Context: an optimization exercise on an open-source flow, tuned for small area, a short achievable clock period and few clock cycles per item. The choices shown serve that exercise and are no tape-out recipe. No driver is modelled on the clock port, so clock power and skew are understated where the tree is cut down; a real chip needs a root buffer or a tree. Power is estimated from default activity; no workload was simulated.

== run a ==
==> flow/design.v <==
package if_fetch_pkg;
    localparam int unsigned INST_ADDR_W = 32;
    localparam int unsigned INST_W      = 32;
    typedef logic [INST_ADDR_W-1:0] inst_addr_bus_t;
    typedef logic [INST_W-1:0]      inst_bus_t;
    localparam inst_addr_bus_t RESET_PC_DEFAULT = 32'h0000_0000;
endpackage
module if_fetch
#(
    parameter if_fetch_pkg::inst_addr_bus_t RESET_PC = if_fetch_pkg::RESET_PC_DEFAULT
) (
    input  logic           clk,
    input  logic           rst,
    input  logic           stall_in,
    input  logic           branch_flag_in,
    input  if_fetch_pkg::inst_addr_bus_t branch_target_in,
    input  logic           mem_busy_in,
    input  logic           get_inst_in,
    input  if_fetch_pkg::inst_addr_bus_t inst_pc_in,
    input  if_fetch_pkg::inst_bus_t      inst_in,
    output logic           if_req_out,
    output if_fetch_pkg::inst_addr_bus_t addr_if_out,
    output if_fetch_pkg::inst_addr_bus_t pc_out,
    output if_fetch_pkg::inst_bus_t      inst_out,
    output logic           inst_valid_out,
    output logic           if_stall_req_out
);
    localparam int unsigned BLK_W = 4;            
    localparam int unsigned LO    = 2 + BLK_W;    
    logic [31:LO]   blk_q;        
    logic [LO-1:2]  fetch_lo_q;   
    logic [LO-1:2]  pc_lo_q;      
    logic [31:0]    inst_q;       
    logic           valid_q;
    logic           discard_q;    
    logic           cross_q;      
    logic           req_q;
    logic           init_c;       
    logic           ours_busy_c;  
    logic           hold_c;       
    logic           take_c;       
    logic           cross_d;
    assign init_c      = !req_q && !cross_q;
    assign ours_busy_c = mem_busy_in && !get_inst_in && (inst_pc_in[1:0] == 2'b00);
    assign hold_c      = valid_q && stall_in;
    assign take_c      = get_inst_in && !discard_q && !hold_c;
    assign cross_d     = !branch_flag_in &&
                         (cross_q ? stall_in : (take_c && (&fetch_lo_q)));
    always_ff @(posedge clk or posedge rst) begin
        if (rst) begin
            valid_q    <= 1'b0;
            discard_q  <= 1'b0;
            cross_q    <= 1'b0;
            req_q      <= 1'b0;
        end else begin
            cross_q    <= cross_d;
            req_q      <= !cross_d;
            valid_q    <= !branch_flag_in && (hold_c || (get_inst_in && !discard_q));
            discard_q  <= branch_flag_in ? ours_busy_c : (discard_q && !get_inst_in);
        end
    end
    always_ff @(posedge clk) begin
        if (branch_flag_in) begin
            blk_q      <= branch_target_in[31:LO];
            fetch_lo_q <= branch_target_in[LO-1:2];
        end else if (init_c) begin
            blk_q      <= RESET_PC[31:LO];
            fetch_lo_q <= RESET_PC[LO-1:2];
        end else begin
            blk_q      <= blk_q + {{(31-LO){1'b0}}, cross_q && !stall_in};
            fetch_lo_q <= fetch_lo_q + {{(BLK_W-1){1'b0}}, take_c};
        end
    end
    always_ff @(posedge clk) begin
        if (!hold_c) begin
            pc_lo_q <= fetch_lo_q;
            inst_q  <= inst_in;
        end
    end
    assign if_req_out       = req_q;
    assign if_stall_req_out = req_q;
    assign addr_if_out      = {blk_q, fetch_lo_q, 2'b00};
    assign pc_out           = {blk_q, pc_lo_q, 2'b00};
    assign inst_out         = inst_q;
    assign inst_valid_out   = valid_q;
endmodule
Settings: LEC_CHECK=0, CAP_MARGIN=20, CORE_MARGIN=2, CORE_UTILIZATION=40, SETUP_SLACK_MARGIN=4.6, SLEW_MARGIN=20; clock period 7.0 ns.
standard.sh (not shown) runs the stock make flow with config.mk's settings and CLKGATE_MAP_FILE= SYNTH_SCRIPT=/design/flow/synth_recipe.tcl, a recipe that flattens the netlist after the stock synthesis.
==> flow/flow/run.sh <==
#!/bin/bash
set -euo pipefail
bash standard.sh \
  BUFFER_PORTS_ARGS="-buffer_cell sky130_fd_sc_hd__buf_1" \
  MCTS_GROUPS=4 MCTS_CELL=sky130_fd_sc_hd__clkbuf_16 \
  PRE_CTS_TCL="$PWD/flow/manual_cts.tcl" \
  finish > standard_flow.log 2>&1
==> flow/flow/manual_cts.tcl <==
# Clock distribution made by hand: the clock port drives a few clock buffers,
# each placed at the centre of the flip-flops it feeds (the flip-flops split
# into equal groups by position), so every register sees the same one-buffer
# clock path. Replaces clock_tree_synthesis for this small design.
set mcts_groups [expr {[info exists ::env(MCTS_GROUPS)] ? $::env(MCTS_GROUPS) : 4}]
set mcts_cell [expr {[info exists ::env(MCTS_CELL)] ? $::env(MCTS_CELL) : "sky130_fd_sc_hd__clkbuf_8"}]

set mcts_block [ord::get_db_block]
set mcts_clk [$mcts_block findNet clk]
set mcts_sinks {}
foreach it [$mcts_clk getITerms] {
  set inst [$it getInst]
  set loc [$inst getLocation]
  lappend mcts_sinks [list $it [lindex $loc 0] [lindex $loc 1]]
}
puts "manual cts: [llength $mcts_sinks] sinks, $mcts_groups groups of $mcts_cell"

# Split into groups: halve along x, then along y, as many times as needed.
proc mcts_split {items n axis} {
  if {$n <= 1} { return [list $items] }
  set idx [expr {$axis == 0 ? 1 : 2}]
  set sorted [lsort -integer -index $idx $items]
  set half [expr {[llength $sorted] / 2}]
  set a [lrange $sorted 0 [expr {$half - 1}]]
  set b [lrange $sorted $half end]
  set next [expr {1 - $axis}]
  return [concat [mcts_split $a [expr {$n / 2}] $next] [mcts_split $b [expr {$n / 2}] $next]]
}
set mcts_parts [mcts_split $mcts_sinks $mcts_groups 0]

set mcts_master [[ord::get_db] findMaster $mcts_cell]
set k 0
foreach part $mcts_parts {
  set sx 0; set sy 0
  foreach s $part { incr sx [lindex $s 1]; incr sy [lindex $s 2] }
  set n [llength $part]
  set cx [expr {$sx / $n}]
  set cy [expr {$sy / $n}]
  set buf [odb::dbInst_create $mcts_block $mcts_master "mcts_clkbuf_$k"]
  set net [odb::dbNet_create $mcts_block "mcts_clknet_$k"]
  $net setSigType CLOCK
  [$buf findITerm A] connect $mcts_clk
  [$buf findITerm X] connect $net
  foreach s $part {
    set it [lindex $s 0]
    $it disconnect
    $it connect $net
  }
  $buf setLocation $cx $cy
  $buf setPlacementStatus PLACED
  puts "manual cts: mcts_clkbuf_$k at ($cx, $cy) drives $n sinks"
  incr k
}
$mcts_clk setSigType CLOCK

# The tree is built: clock_tree_synthesis only marks the clock propagated.
rename clock_tree_synthesis mcts_orig_clock_tree_synthesis
proc clock_tree_synthesis {args} {
  set_propagated_clock [all_clocks]
}
The following lists how run b was set up differently from run a:
==> flow/flow/run.sh <==
#!/bin/bash
set -euo pipefail
bash standard.sh \
  BUFFER_PORTS_ARGS="-buffer_cell sky130_fd_sc_hd__buf_1" \
  finish > standard_flow.log 2>&1
diff --git a/flow/config.mk b/flow/config.mk
--- a/flow/config.mk
+++ b/flow/config.mk
@@ -11 +11 @@
-export SETUP_SLACK_MARGIN = 4.6
+export SETUP_SLACK_MARGIN = 4.5
removed: flow/flow/manual_cts.tcl
## What came out
Delta (run b minus run a): total leakage power has increased; total power after layout has increased; register-to-register slack has increased; share of the core filled with cells in the final layout has increased.
Net switching component of the power: run b higher than run a
Function was not checked in any run of this note: the RTL went through the layout flow alone. The clock cells of run a come from the design's own scripts or RTL, not from TritonCTS.

[port drivers added, routing unchanged]
The flow's constraints put no driver on any port. The routed layouts listed below were extracted and timed again, unchanged, in two steps. Step 1, drivers: a clkbuf_16 drives clk and a buf_2 each remaining input, both assumed. Step 2 adds t to the input delays and takes it off the output delays; t is the mean of the earliest and latest rising clock arrival at the registers after step 1. Input paths then give back, and output paths get back, about the clock's delay inside the block. a / b / c = ideal ports / drivers / drivers and shift; a / b = the first two.
run | t, ns | setup slack, ns | hold slack, ns | worst setup path at the end
run a | 0.215 | 4.113 / 4.139 / 3.924 | 0.517 / 0.517 / 0.517 | input to register
run b | 0.357 | 4.328 / 4.315 / 3.958 | 0.498 / 0.498 / 0.498 | input to register
After both steps every run listed still meets setup and hold. For run b, which loses most, drivers alone change the setup slack by -0.013 ns; drivers and shift together by -0.370 ns.
